Background: an optimization exercise with open tools, aiming at a short achievable clock period and few clock cycles. Do not read the settings as production practice.
No run shown here included a check of the RTL's function; only the layout flow was run.
Power and IR drop assume default switching activity.

==> design/flow/design.v <==
`default_nettype none
package isaPkg;
    localparam int wordWidth    = 32;
    localparam int regAddrWidth = 5;
    localparam int opWidth      = 5;
    localparam logic [opWidth-1:0] opAlu  = 5'd0;
    localparam logic [opWidth-1:0] opJ    = 5'd1;
    localparam logic [opWidth-1:0] opBne  = 5'd2;
    localparam logic [opWidth-1:0] opJal  = 5'd3;
    localparam logic [opWidth-1:0] opJr   = 5'd4;
    localparam logic [opWidth-1:0] opAddi = 5'd5;
    localparam logic [opWidth-1:0] opBlt  = 5'd6;
    localparam logic [opWidth-1:0] opSw   = 5'd7;
    localparam logic [opWidth-1:0] opLw   = 5'd8;
endpackage
`default_nettype wire
`default_nettype none
module instrDecoder (
    input  logic [31:0] instr,
    output logic [4:0]  readA,       
    output logic [4:0]  readB,       
    output logic        usesA,       
    output logic        usesB,       
    output logic        immB,        
    output logic [4:0]  dest,
    output logic        writes,      
    output logic        isLoad,
    output logic        isStore,
    output logic        isBne,
    output logic        isBlt,
    output logic        isJump,      
    output logic        isJal,
    output logic        isJr,
    output logic [5:0]  aluSel       
);
    logic [4:0] op, rd, funct;
    logic       isAlu, isAddi;
    assign op    = instr[31:27];
    assign rd    = instr[26:22];
    assign funct = instr[6:2];
    assign readA = instr[21:17];
    assign readB = (op[2] | op[1]) ? rd : instr[16:12];
    assign isAlu   = (op == isaPkg::opAlu);
    assign isAddi  = (op == isaPkg::opAddi);
    assign isLoad  = (op == isaPkg::opLw);
    assign isStore = (op == isaPkg::opSw);
    assign isBne   = (op == isaPkg::opBne);
    assign isBlt   = (op == isaPkg::opBlt);
    assign isJal   = (op == isaPkg::opJal);
    assign isJump  = (op == isaPkg::opJ) || isJal;
    assign isJr    = (op == isaPkg::opJr);
    assign usesA = isAlu || isAddi || isLoad || isStore || isBne || isBlt;
    assign usesB = isAlu || isBne || isBlt || isJr;
    assign immB  = isAddi || isLoad || isStore;
    assign dest   = isJal ? 5'd31 : rd;
    assign writes = (isAlu || isAddi || isLoad || isJal) && (dest != 5'd0);
    always_comb begin
        aluSel = 6'b000001;
        if (isAlu) begin
            case (funct)
                5'd1:    aluSel = 6'b000010;
                5'd2:    aluSel = 6'b000100;
                5'd3:    aluSel = 6'b001000;
                5'd4:    aluSel = 6'b010000;
                5'd5:    aluSel = 6'b100000;
                default: aluSel = 6'b000001;
            endcase
        end
    end
endmodule
`default_nettype wire
`default_nettype none
module alu (
    input  logic [31:0] opA,
    input  logic [31:0] opB,
    input  logic [5:0]  sel,         
    input  logic [4:0]  shamt,
    output logic [31:0] result
);
    logic [31:0] sum, sra;
    assign sra = $signed(opA) >>> shamt;    
    assign sum = sel[1] ? (opA - opB) : (opA + opB);
    assign result = ({32{sel[0] | sel[1]}} & sum)
                  | ({32{sel[2]}} & (opA & opB))
                  | ({32{sel[3]}} & (opA | opB))
                  | ({32{sel[4]}} & (opA << shamt))
                  | ({32{sel[5]}} & sra);
endmodule
`default_nettype wire
`default_nettype none
module processor (
    input  logic                            clock,
    input  logic                            rst,
    output logic [isaPkg::wordWidth-1:0]    address_imem,
    input  logic [isaPkg::wordWidth-1:0]    q_imem,
    output logic [isaPkg::wordWidth-1:0]    address_dmem,
    output logic [isaPkg::wordWidth-1:0]    data,
    output logic                            wren,
    input  logic [isaPkg::wordWidth-1:0]    q_dmem,
    output logic                            ctrl_writeEnable,
    output logic [isaPkg::regAddrWidth-1:0] ctrl_writeReg,
    output logic [isaPkg::regAddrWidth-1:0] ctrl_readRegA,
    output logic [isaPkg::regAddrWidth-1:0] ctrl_readRegB,
    output logic [isaPkg::wordWidth-1:0]    data_writeReg,
    input  logic [isaPkg::wordWidth-1:0]    data_readRegA,
    input  logic [isaPkg::wordWidth-1:0]    data_readRegB
);
    logic [31:0] pc, pc1, ras;
    logic [31:0] fImm, fBrTarget, fPredTarget, fNextPc;
    logic [4:0]  fReadA, fReadB, fDest;
    logic        fUsesA, fUsesB, fImmB, fWrites, fIsLoad, fIsStore;
    logic        fIsBne, fIsBlt, fIsJump, fIsJal, fIsJr, fPredTaken;
    logic [5:0]  fAluSel;
    logic        stall, redirect, fAdvance;
    logic [31:0] redirectPc;
    instrDecoder uDecode (
        .instr(q_imem), .readA(fReadA), .readB(fReadB), .usesA(fUsesA), .usesB(fUsesB),
        .immB(fImmB), .dest(fDest), .writes(fWrites), .isLoad(fIsLoad), .isStore(fIsStore),
        .isBne(fIsBne), .isBlt(fIsBlt), .isJump(fIsJump), .isJal(fIsJal), .isJr(fIsJr),
        .aluSel(fAluSel)
    );
    assign address_imem  = pc;
    assign ctrl_readRegA = fReadA;
    assign ctrl_readRegB = fReadB;
    assign pc1       = pc + 32'd1;
    assign fImm      = {{15{q_imem[16]}}, q_imem[16:0]};
    assign fBrTarget = pc1 + fImm;
    assign fPredTaken  = fIsBne || (fIsBlt && q_imem[16]);
    assign fPredTarget = fIsJump ? {5'd0, q_imem[26:0]} : (fIsJr ? ras : fBrTarget);
    assign fNextPc     = (fIsJump || fIsJr || fPredTaken) ? fPredTarget : pc1;
    logic        xValid, xWrites, xIsLoad, xIsStore, xIsBne, xIsBlt, xIsJr, xPredTaken;
    logic [4:0]  xDest, xShamt;
    logic [5:0]  xAluSel;
    logic [31:0] xA, xB, xAluB, xAlt;
    logic        xFwdA, xFwdB, xFwdAluB;
    assign stall    = xIsLoad && xWrites &&
                      ((fUsesA && fReadA == xDest) || (fUsesB && fReadB == xDest));
    assign fAdvance = !stall && !redirect;
    always_ff @(posedge clock) begin
        if (rst) begin
            pc  <= '0;
            ras <= '0;
        end else if (redirect) begin
            pc <= redirectPc;
        end else if (!stall) begin
            pc <= fNextPc;
            if (fIsJal) ras <= pc1;
        end
    end
    always_ff @(posedge clock) begin
        if (rst || !fAdvance) begin
            xValid   <= 1'b0;
            xWrites  <= 1'b0;
            xIsLoad  <= 1'b0;
            xIsStore <= 1'b0;
            xIsBne   <= 1'b0;
            xIsBlt   <= 1'b0;
            xIsJr    <= 1'b0;
        end else begin
            xValid   <= 1'b1;
            xWrites  <= fWrites;
            xIsLoad  <= fIsLoad;
            xIsStore <= fIsStore;
            xIsBne   <= fIsBne;
            xIsBlt   <= fIsBlt;
            xIsJr    <= fIsJr;
        end
    end
    always_ff @(posedge clock) begin
        xDest      <= fDest;
        xShamt     <= q_imem[11:7];
        xAluSel    <= fAluSel;
        xPredTaken <= fPredTaken;
        xAlt       <= fIsJr ? ras : (fPredTaken ? pc1 : fBrTarget);
        xA         <= fIsJal ? 32'd0 : data_readRegA;
        xB         <= data_readRegB;
        xAluB      <= fIsJal ? pc1 : (fImmB ? fImm : data_readRegB);
        xFwdA      <= xWrites && fReadA == xDest && !fIsJal;
        xFwdB      <= xWrites && fReadB == xDest;
        xFwdAluB   <= xWrites && fReadB == xDest && !fImmB && !fIsJal;
    end
    logic        mWrites, mIsLoad, mIsStore;
    logic [4:0]  mDest;
    logic [31:0] mResult, mStore;
    logic [31:0] fwdA, fwdB, aluB, aluResult, storeVal;
    logic        taken, brMiss, jrMiss;
    assign fwdA = xFwdA    ? mResult : xA;
    assign fwdB = xFwdB    ? mResult : xB;
    assign aluB = xFwdAluB ? mResult : xAluB;
    alu uAlu (.opA(fwdA), .opB(aluB), .sel(xAluSel), .shamt(xShamt), .result(aluResult));
    assign taken  = (xIsBne && (fwdB != fwdA)) || (xIsBlt && ($signed(fwdB) < $signed(fwdA)));
    assign brMiss = (xIsBne || xIsBlt) && (taken != xPredTaken);
    assign jrMiss = xIsJr && (fwdB != xAlt);
    assign redirect   = brMiss || jrMiss;
    assign redirectPc = xIsJr ? fwdB : xAlt;
    assign storeVal = (xFwdB && mIsLoad) ? q_dmem : fwdB;
    always_ff @(posedge clock) begin
        if (rst) begin
            mWrites  <= 1'b0;
            mIsLoad  <= 1'b0;
            mIsStore <= 1'b0;
        end else begin
            mWrites  <= xWrites;
            mIsLoad  <= xIsLoad;
            mIsStore <= xIsStore;
        end
    end
    always_ff @(posedge clock) begin
        mDest   <= xDest;
        mResult <= aluResult;
        mStore  <= storeVal;
    end
    assign address_dmem     = mResult;
    assign data             = mStore;
    assign wren             = mIsStore;
    assign ctrl_writeEnable = mWrites;
    assign ctrl_writeReg    = mDest;
    assign data_writeReg    = mIsLoad ? q_dmem : mResult;
endmodule
`default_nettype wire
==> design/flow/run.sh <==
#!/bin/bash
# synth_recipe.tcl (not shown) runs the flow's synth.tcl, then flattens the netlist and writes it again
# the make line also repeats each setting of config.mk as NAME=value (left out here)
make -C /OpenROAD-flow-scripts/flow DESIGN_CONFIG=/design/flow/config.mk WORK_HOME=/design/flow/orfs CLKGATE_MAP_FILE= SYNTH_SCRIPT=/design/flow/synth_recipe.tcl finish
==> design/flow/config.mk <==
export PLATFORM = sky130hd
export DESIGN_NAME = processor
export DESIGN_NICKNAME = processor
export VERILOG_FILES = /design/flow/design.v
export SDC_FILE = /design/flow/constraint.sdc
export NUM_CORES = 4
export LEC_CHECK = 0
export CAP_MARGIN = 20
export CORE_MARGIN = 2
export CORE_UTILIZATION = 40
export SETUP_SLACK_MARGIN = 3.0
export SLEW_MARGIN = 20
==> design/flow/constraint.sdc <==
create_clock -name core_clock -period 5.5 [get_ports {clock}]
set_input_delay 1.1000 -clock core_clock [delete_from_list [all_inputs] [get_ports {clock}]]
set_output_delay 1.1000 -clock core_clock [all_outputs]
set_load 0.01 [all_outputs]
==> out/qor.yml, run 1 <==
logic_synthesis:
  yosys.area_share.simple_pct: 16.1
  ys_types: 76
  syn-cell-area_um2: 21000
  yosysSeqAreaShare_pct: 27.6
  yosys.area.top_type: "dfxtp_1"
  ys.flop_type: "dfxtp_1"
  syn_nets: 2842
  synth-edff-count: 0
  synth_mux_area_share_pct: 15.0
  synth_compound_area_share_pct: 23.3
  syn_inst: 2612
  synth_top_family_by_area: "compound AO/OA/AOI/OAI gates"
  ys_async_sr_fraction_pct: 0
  ys.warnings.count: 2
  yosys.area_share.adder_pct: 6.02
  synth.top_cells.by_area: "dfxtp_1 (28%), mux2i_1 (7.8%), ha_1 (5.8%)"
  synth_top_area_share_pct: 27.6
  postSynthAreaPerCell_um2: 8.05
  synth-seq-cells: 290
  synth_xor_area_share_pct: 6.54
final_layout:
  drive_gt1_share_pct: 37.7
  area_growth_pct: 57.2
  nets: 3378
  fin_util_pct: 63.3
  antenna_cells: 0
  fin_area_um2: 33100
  fillers: 4278
routing:
  post_drt_wl_per_cell_um: 26.8
  drc_errors: 0
  ant_nets: 0
  wirelength_um: 104000
  first_pass_iters: 6
  via_per_inst: 6.22
  drt_iter0_drc: 2993
  vias: 24049
grt:
  grt_pass1_wl_um: 144000
  grt_max_degree: 66
  antenna_found_initial: 1
  grt-ovfl-total: 0
  first_global_vias: 22424
  grt.total_usage_pct: 35.4
worst_setup_path:
  cp_data_required_time_ns: 5.94
  cp-end-kind: "flop"
  slowest_delay_ns: 0.53
  cp_top_family: "simple AND/OR/NAND/NOR gates"
  slowest_stage: "or4_4"
  path_buf_inv: 5
  crit_chain: "buf_12 > buf_12 > mux2i_4 > ha_1 > a21oi_1 > o21ai_1 > a22o_1 > or4_4 > or4_4 > nand3_2 > or3b_4 > buf_12 > nor2_4 > buf_6 > clkbuf_16 > mux2i_1 > nor2_1"
  crit_top_cell: "buf_12"
  arrival_ns: 4.81
  critical_path.max_fanout: 7
  setup.worst_path.start_class: "flop"
  crit_type: "reg -> reg"
power_and_ir_drop:
  power.share.combinational_pct: 36.6
  cellPowerDensity_nw_per_um2: 264
  clockPowerShare_pct: 31.0
  switchingPower_mw: 3.17
  swShare_pct: 36.3
  power_frac_seq_pct: 32.4
  vdd_drop_max_uv: 220
  power_mw: 8.72
  power_leakage_nw: 13.5
  p_int_mw: 5.56
floorplan:
  ios: 275
  coreArea_um2: 52200
  die_height_um: 233
  row_count: 84
  die_w_um: 233
  initial_core_util_pct: 40.3
  dieArea_um2: 54400
run_status:
  status: "no timing/DRC/antenna violations"
clocking:
  cts.sinks: 290
  clk_latency_ns: 0.58
  cts_buffers: 39
  cts_max_level: 2
  cts_tree: "done"
  ctsHoldBuffers: 0
  clk_pin_slew_ns: 0.07
  cts_root_buf: "clkbuf_16"
  cts_buffer_depth: 3
timing:
  rsz0062_at_grt: "true"
  period_share_pct: 79.6
  min_period_ns: 4.38
  finalClockSkew_ns: 0.0268
  tightest_slew_ns: 1.14
  max_freq_mhz: 229
  slew_headroom_pct: 24.3
  tns_ns: 0
  finalHoldViolations: 0
  slew_viol_final: 0
  finalSetupViolations: 0
place:
  dpl.hpwl_um: 70800
  io_buffers: 274
  place_area_um2: 25600
  routabilityCongestion: 1.02
worst_hold_path:
  hp-class: "reg -> reg"
flow_run:
  cap_violations: 0
## layout make-up
| class | instances | area [um^2] | area share (%) |
|---|---|---|---|
| Clock buffer | 53 | 1150 | 3.48 |
| Clock inverter | 17 | 198 | 0.598 |
| Inverter | 103 | 397 | 1.20 |
| Multi-Input combinational cell | 2044 | 17700 | 53.7 |
| Sequential cell | 290 | 6030 | 18.2 |
| Tap cell | 688 | 861 | 2.60 |
| Timing Repair Buffer | 670 | 6680 | 20.2 |
## Yosys cell counts, drive strengths merged, types with 7 or more instances
library cell / n
mux2i: 173
o21bai: 7
o311ai: 7
a221oi: 14
a21o: 48
a22oi: 19
a211oi: 52
o22ai: 26
nand4: 26
o211ai: 39
a211o: 15
ha: 98
and2: 38
a31oi: 33
nor2: 216
xnor2: 94
nor3: 61
o221ai: 15
a221o: 9
a2bb2oi: 8
dfxtp: 290
xor2: 63
nand3: 46
o21ai: 236
nand2: 227
mux4: 22
mux2: 79
nor2b: 18
nor4: 15
or3: 12
buf: 42
inv: 101
nand2b: 25
a21oi: 198
and3: 19
clkbuf: 136
o21a: 10
## final timing paths
check / slack, ns / end / startpoint / cells past startpoint
max: 1.12 / ras[18] / xFwdA / 17
min: 0.42 / mDest[4] / xDest[4] / 0
max reg2reg: 1.12 / ras[18] / xFwdA / 17
min reg2reg: 0.42 / mDest[4] / xDest[4] / 0
## cells by family after synthesis
| logic type | count (synthesis) |
|---|---|
| AOI/OAI and AO/OA | 781 |
| xor gates and xnor gates | 157 |
| adders and majority gates | 100 |
| buffers and inverters | 281 |
| DFF | 290 |
| muxes | 274 |
| and+or+nand+nor | 729 |
## per-layer routing
layer	track usage, %	up-vias	share of wire, %
li1	-	10580	-
met1	46.3	11553	40
met2	56.5	1565	45
met3	6.95	351	9.3
met4	15.5	0	5.8
met5	0	-	0
## placed cells by master (no fill, tap or decap), types with 44 or more instances in the layout
| cell | netlist | routed |
|---|---|---|
| mux2i_1 | 163 | 104 |
| xor2_1 | 63 | 44 |
| buf_4 | 7 | 247 |
| mux2i_4 | 0 | 45 |
| clkbuf_16 | 0 | 50 |
| o21ai_1 | 6 | 50 |
| a21o_1 | 48 | 48 |
| nand2_1 | 227 | 208 |
| nor2_1 | 215 | 188 |
| o21ai_0 | 230 | 145 |
| a21oi_1 | 198 | 152 |
| ha_1 | 98 | 57 |
| dfxtp_1 | 290 | 218 |
| inv_1 | 101 | 78 |
| buf_6 | 7 | 152 |
| clkdlybuf4s50_1 | 0 | 65 |
| xnor2_1 | 94 | 61 |
| dfxtp_4 | 0 | 54 |
| dlygate4sd2_1 | 0 | 109 |
## registers in the layout, indices dropped and copies added (netlist names), 5 cells and up
| signal | cells |
|---|---|
| mResult | 32 |
| mStore | 32 |
| pc | 32 |
| ras | 32 |
| xA | 32 |
| xAlt | 32 |
| xAluB | 32 |
| xB | 32 |
| xAluSel | 6 |
| mDest | 5 |
| xDest | 5 |
| xShamt | 5 |
## stage by stage
step | worst slack (ns) | hold WS (ns) | cells
final | 1.12 | 0.416 | 3865
after global routing | 1.01 | 0.422 | 3865
after CTS | 1.29 | 0.413 | 3749
after detailed placement | 0.326 | 0.400 | 3483
after global placement | 0.428 | 0.401 | 3483
after floorplan | 1.06 | 0.373 | 2612
## power groups by stage
stage	Combinational, mW	Sequential [mW]	Clock, mW
floorplan	1.41	2.61	0
global placement	2.45	2.76	0
detailed placement	2.46	2.75	0
CTS	2.86	2.79	2.72
global route	3.34	2.83	2.80
finish	3.19	2.82	2.71
## timing repair
item / CTS / global route
cloned: 9 / 9
setup endpoints to repair: 351 / 226
pin swaps: 117 / 118
setup buffers: 187 / 107
resized for setup: 1103 / 258
==> run 2, diff against run 1 <==
--- a/design/flow/design.v
+++ b/design/flow/design.v
@@ -74,3 +74,3 @@
     input  logic [31:0] opA,
-    input  logic [31:0] opB,
+    input  logic [31:0] opB,         
     input  logic [5:0]  sel,         
@@ -79,5 +79,7 @@
 );
+    logic [32:0] sumWide;
     logic [31:0] sum, sra;
-    assign sra = $signed(opA) >>> shamt;    
-    assign sum = sel[1] ? (opA - opB) : (opA + opB);
+    assign sumWide = {opA, 1'b1} + {opB, sel[1]};
+    assign sum     = sumWide[32:1];
+    assign sra     = $signed(opA) >>> shamt;    
     assign result = ({32{sel[0] | sel[1]}} & sum)
@@ -124,5 +126,12 @@
     assign ctrl_readRegB = fReadB;
+    logic [18:0] fTgtLo;
+    logic [14:0] pcHiInc, pcHiDec;
     assign pc1       = pc + 32'd1;
     assign fImm      = {{15{q_imem[16]}}, q_imem[16:0]};
-    assign fBrTarget = pc1 + fImm;
+    assign pcHiInc   = pc[31:17] + 15'd1;
+    assign pcHiDec   = pc[31:17] - 15'd1;
+    assign fTgtLo    = {1'b0, pc[16:0], 1'b1} + {1'b0, q_imem[16:0], 1'b1};
+    assign fBrTarget[16:0]  = fTgtLo[17:1];
+    assign fBrTarget[31:17] = (fTgtLo[18] == q_imem[16]) ? pc[31:17]
+                            : (fTgtLo[18] ? pcHiInc : pcHiDec);
     assign fPredTaken  = fIsBne || (fIsBlt && q_imem[16]);
@@ -134,3 +143,4 @@
     logic [31:0] xA, xB, xAluB, xAlt;
-    logic        xFwdA, xFwdB, xFwdAluB;
+    logic        xFwdA, xFwdB, xFwdAluB, xSub;
+    logic        xNePre, xLtPre, xJrMissPre;
     assign stall    = xIsLoad && xWrites &&
@@ -144,5 +154,5 @@
             pc <= redirectPc;
-        end else if (!stall) begin
-            pc <= fNextPc;
-            if (fIsJal) ras <= pc1;
+        end else begin
+            if (!stall) pc <= fNextPc;
+            if (fIsJal) ras <= pc1;      
         end
@@ -176,3 +186,7 @@
         xB         <= data_readRegB;
-        xAluB      <= fIsJal ? pc1 : (fImmB ? fImm : data_readRegB);
+        xAluB      <= fIsJal ? pc1 : (fImmB ? fImm : (fAluSel[1] ? ~data_readRegB : data_readRegB));
+        xSub       <= fAluSel[1];
+        xNePre     <= data_readRegB != data_readRegA;
+        xLtPre     <= $signed(data_readRegB) < $signed(data_readRegA);
+        xJrMissPre <= data_readRegB != ras;
         xFwdA      <= xWrites && fReadA == xDest && !fIsJal;
@@ -188,7 +202,16 @@
     assign fwdB = xFwdB    ? mResult : xB;
-    assign aluB = xFwdAluB ? mResult : xAluB;
+    assign aluB = xFwdAluB ? (xSub ? ~mResult : mResult) : xAluB;
     alu uAlu (.opA(fwdA), .opB(aluB), .sel(xAluSel), .shamt(xShamt), .result(aluResult));
-    assign taken  = (xIsBne && (fwdB != fwdA)) || (xIsBlt && ($signed(fwdB) < $signed(fwdA)));
+    logic ne, lt;
+    always_comb begin
+        case ({xFwdB, xFwdA})
+            2'b00: begin ne = xNePre;           lt = xLtPre; end
+            2'b01: begin ne = xB != mResult;    lt = $signed(xB) < $signed(mResult); end
+            2'b10: begin ne = mResult != xA;    lt = $signed(mResult) < $signed(xA); end
+            default: begin ne = 1'b0;           lt = 1'b0; end
+        endcase
+    end
+    assign taken  = (xIsBne && ne) || (xIsBlt && lt);
     assign brMiss = (xIsBne || xIsBlt) && (taken != xPredTaken);
-    assign jrMiss = xIsJr && (fwdB != xAlt);
+    assign jrMiss = xIsJr && (xFwdB ? (mResult != xAlt) : xJrMissPre);
     assign redirect   = brMiss || jrMiss;
==> run 2 against run 1 <==
Combinational power up 67%. Highest routed layer unchanged. Routed wire length rose by 23%. Global-route usage grew 3.6 points.
==> out/qor.yml, run 2 <==
worst_setup_path:
  critical_path.max_fanout: 6  # was 7
  cp-end-kind: "flop"  # unchanged
  setup.worst_path.start_class: "input pin"  # was flop
  path_depth: 19  # was 17
  crit_top_cell: "o21a_1"  # was buf_12
  cp_data_required_time_ns: 5.98  # was 5.94 ns
  path_buf_inv: 2  # was 5
  reg2reg_depth: 18  # was 17
  slowest_stage: "a2111o_1"  # was or4_4
  cp_top_family: "compound AO/OA/AOI/OAI gates"  # was simple AND/OR/NAND/NOR gates
  slowest_delay_ns: 0.43  # was 0.53 ns
  arrival_ns: 5.00  # was 4.81 ns
  crit_type: "in -> reg"  # was reg -> reg
  crit_chain: "buf_8 > ha_4 > or3_1 > a21o_1 > o21ai_4 > a21oi_4 > o41ai_4 > buf_12 > ha_1 > o21a_1 > o21a_1 > a2111oi_4 > nor3_2 > a2111o_1 > a21oi_2 > xnor2_2 > a21oi_1 > o221a_2 > a211oi_2"  # was buf_12 > buf_12 > mux2i_4 > ha_1 > a21oi_1 > o21ai_1 > a22o_1 > or4_4 > or4_4 > nand3_2 > or3b_4 > buf_12 > nor2_4 > buf_6 > clkbuf_16 > mux2i_1 > nor2_1
place:
  io_buffers: 274  # unchanged
  routabilityCongestion: 0.981  # was 1.02
  dpl.hpwl_um: 82200  # was 70800 um
logic_synthesis:
  ys_types: 83  # was 76
  syn_inst: 3031  # was 2612
  ys.warnings.count: 2  # unchanged
  ys_async_sr_fraction_pct: 0  # unchanged
  syn_nets: 3355  # was 2842
  yosys.area.top_type: "dfxtp_1"  # unchanged
  ys.flop_type: "dfxtp_1"  # unchanged
  synth-edff-count: 0  # unchanged
  postSynthAreaPerCell_um2: 7.67  # was 8.05 um^2
  syn-cell-area_um2: 23200  # was 21000 um^2
  netlist_top_cells_count: "nor2_1 (336), dfxtp_1 (293), nand2_1 (282), o21ai_0 (271), inv_1 (225)"  # was dfxtp_1 (290), o21ai_0 (230), nand2_1 (227), nor2_1 (215), a21oi_1 (198)
  yosysSeqAreaShare_pct: 25.2  # was 27.6%
  post-synth-top-count-cell: "nor2_1"  # was dfxtp_1
  synth-seq-cells: 293  # was 290
  synth.top_cells.by_area: "dfxtp_1 (25%), ha_1 (10%), mux2i_1 (6.2%)"  # was dfxtp_1 (28%), mux2i_1 (7.8%), ha_1 (5.8%)
  synth_top_area_share_pct: 25.2  # was 27.6%
clocking:
  ctsHoldBuffers: 0  # unchanged
  cts_max_level: 2  # unchanged
  clk_pin_slew_ns: 0.06  # was 0.07 ns
  cts_buffers: 39  # unchanged
  clk_latency_ns: 0.58  # about the same
  cts_buffer_depth: 3  # unchanged
  cts_tree: "done"  # unchanged
  cts.sinks: 293  # was 290
  cts_root_buf: "clkbuf_16"  # unchanged
floorplan:
  dieArea_um2: 60100  # was 54400 um^2
  initial_core_util_pct: 40.4  # was 40.3%
  die_w_um: 245  # was 233 um
  coreArea_um2: 57600  # was 52200 um^2
  ios: 275  # unchanged
  row_count: 88  # was 84
  die_height_um: 245  # was 233 um
routing:
  wl_met1_um: 48300  # was 41100 um
  top_layer: "met4"  # unchanged
  wirelength_um: 127000  # was 104000 um
  drt_iter0_drc: 3264  # was 2993
  post_drt_wl_per_cell_um: 27.7  # was 26.8 um
  vias: 28362  # was 24049
  via_per_inst: 6.16  # was 6.22
  drc_errors: 0  # unchanged
  ant_nets: 0  # unchanged
  met3_length_um: 11400  # was 9600 um
  met2_length_um: 57200  # was 46900 um
  first_pass_iters: 8  # was 6
timing:
  finalSetupViolations: 0  # unchanged
  period_share_pct: 82.1  # was 79.6%
  tns_ns: 0  # unchanged
  tightest_slew_ns: 1.17  # was 1.14 ns
  slew_headroom_pct: 21.9  # was 24.3%
  finalHoldViolations: 0  # unchanged
  min_period_ns: 4.52  # was 4.38 ns
  slew_viol_final: 0  # unchanged
  finalClockSkew_ns: 0.0351  # was 0.0268 ns
  max_freq_mhz: 221  # was 229 MHz
  holdWs_ns: 0.415  # was 0.416 ns
  rsz0062_at_grt: "true"  # unchanged
grt:
  grt_pass1_wl_um: 176000  # was 144000 um
  antenna_found_initial: 7  # was 1
  grt-ovfl-total: 0  # unchanged
  first_global_vias: 27503  # was 22424
  grt.total_usage_pct: 39.0  # was 35.4%
  grt_max_degree: 66  # unchanged
power_and_ir_drop:
  vdd_drop_max_uv: 218  # was 220 uV
  switchingPower_mw: 4.18  # was 3.17 mW
  swShare_pct: 38.1  # was 36.3%
  power_frac_seq_pct: 25.6  # was 32.4%
  power.share.combinational_pct: 48.6  # was 36.6%
  p_int_mw: 6.80  # was 5.56 mW
  power_leakage_nw: 16.1  # was 13.5 nW
  cellPowerDensity_nw_per_um2: 286  # was 264 nW/um^2
  clockPowerShare_pct: 25.8  # was 31.0%
final_layout:
  area_growth_pct: 65.3  # was 57.2%
  final_cell_mix: "buf_4 (371), nor2_1 (296), buf_6 (248)"  # was buf_4 (247), dfxtp_1 (218), nand2_1 (208)
  drive_gt1_share_pct: 41.2  # was 37.7%
  layout_commonest_cell: "buf_4"  # unchanged
  nets: 4125  # was 3378
  fin_util_pct: 66.7  # was 63.3%
worst_hold_path:
  whs_path_depth: 0  # unchanged
  hp-class: "reg -> reg"  # unchanged
run_status:
  status: "no timing/DRC/antenna violations"  # unchanged
flow_run:
  cap_violations: 0  # unchanged
run 2: changes by cell type after synthesis, moves of 27 or more:
cell	delta
o211ai_1	+64
nor2_1	+121
o21ai_0	+41
xnor2_1	+58
ha_1	+93
mux2_2	-57
inv_1	+124
nand2_1	+55
o221ai_1	+29
and2_1	-27
run 2: kinds of logic after synthesis:
| logic type | synth area share [%] |
|---|---|
| DFF | 25.2 |
| AOI/OAI and AO/OA | 23.7 |
| muxes | 8.57 |
| buffers and inverters | 7.13 |
| adders and majority gates | 10.5 |
| and+or+nand+nor | 16.5 |
| xor gates and xnor gates | 8.33 |
run 2: cell type report:
| class | instances | area [um^2] |
|---|---|---|
| Multi-Input combinational cell | 2319 | 20000 |
| Antenna cell | 6 | 15.0 |
| Sequential cell | 293 | 6110 |
| Timing Repair Buffer | 918 | 9060 |
| Fill cell | 4398 | 19200 |
| Clock buffer | 56 | 1130 |
| Clock inverter | 16 | 253 |
| Inverter | 230 | 903 |
| Tap cell | 765 | 957 |
run 2: through the flow:
| stage | worst slack, ns | instances | cell area (um^2) | power [mW] |
|---|---|---|---|---|
| floorplan | 0.296 | 3031 | 24400 | 4.51 |
| global placement | -0.00963 | 3975 | 27800 | 5.89 |
| detailed placement | -0.0645 | 3975 | 27800 | 5.93 |
| CTS | 1.02 | 4503 | 35800 | 9.96 |
| global route | 0.829 | 4601 | 38400 | 11.3 |
| finish | 0.982 | 4603 | 38400 | 11.0 |
run 2: power by group through the flow:
| stage | registers (mW) | clock network (mW) | logic [mW] |
|---|---|---|---|
| 6_report | 2.81 | 2.84 | 5.33 |
| 5_1_grt | 2.82 | 2.92 | 5.57 |
| 2_1_floorplan | 2.70 | 0 | 1.81 |
| 3_5_place_dp | 2.89 | 0 | 3.05 |
| 4_1_cts | 2.77 | 2.82 | 4.38 |
| 3_3_place_gp | 2.88 | 0 | 3.00 |
run 2: worst paths after layout:
check,start,endpoint,slack [ns]
min reg2reg,xDest[2],mDest[2],0.42
max,q_imem[4],pc[30],0.98
min,xDest[2],mDest[2],0.42
max reg2reg,pc[4],pc[30],1.19
run 2: timing repair:
action,in CTS,in global routing
setup endpoints to repair,334,228
gates cloned,22,4
setup buffers,434,90
pin swaps,256,161
resized for setup,1412,464
run 2: worst reg2reg max path, delay by kind of cell, from the launching register on:
family / cells / cell delay, ns
xor+xnor: 1 / 0.14
fa+ha+maj: 2 / 0.51
simple gates: 2 / 0.42
compound gates: 12 / 2.60
buf+inv: 1 / 0.18
flops: 1 / 0.38
run 2: layer usage:
metal	vias up	global-route usage [%]
li1	12349	-
met3	556	5.96
met5	-	0
met1	13633	48.8
met4	0	23.2
met2	1824	63.3

==> re-timing with driven ports <==
How much do the figures lean on ideal ports? The routed layouts below were timed once more, with nothing changed but the port constraints.
Step 1 assumes that a clkbuf_16 drives the clock port and a buf_2 every other input.
Step 2, shift: input delay + t, output delay - t, t = (earliest + latest rising clock arrival at the registers) / 2. This alone moves slack from input paths to output paths.
a / b / c = no drivers / after step 1 / after step 2; a / b = the first two.
run | t, ns | slack for setup (ns) | worst setup path at the end
run 1 | 0.615 | 1.125 / 1.125 / 1.125 | register to register
run 2 | 0.625 | 0.982 / 1.003 / 0.379 | input to register
After both steps setup and hold are still met in every run listed. The setup slack of run 2, which loses most, moves by +0.021 ns with the drivers and by -0.603 ns with both steps.
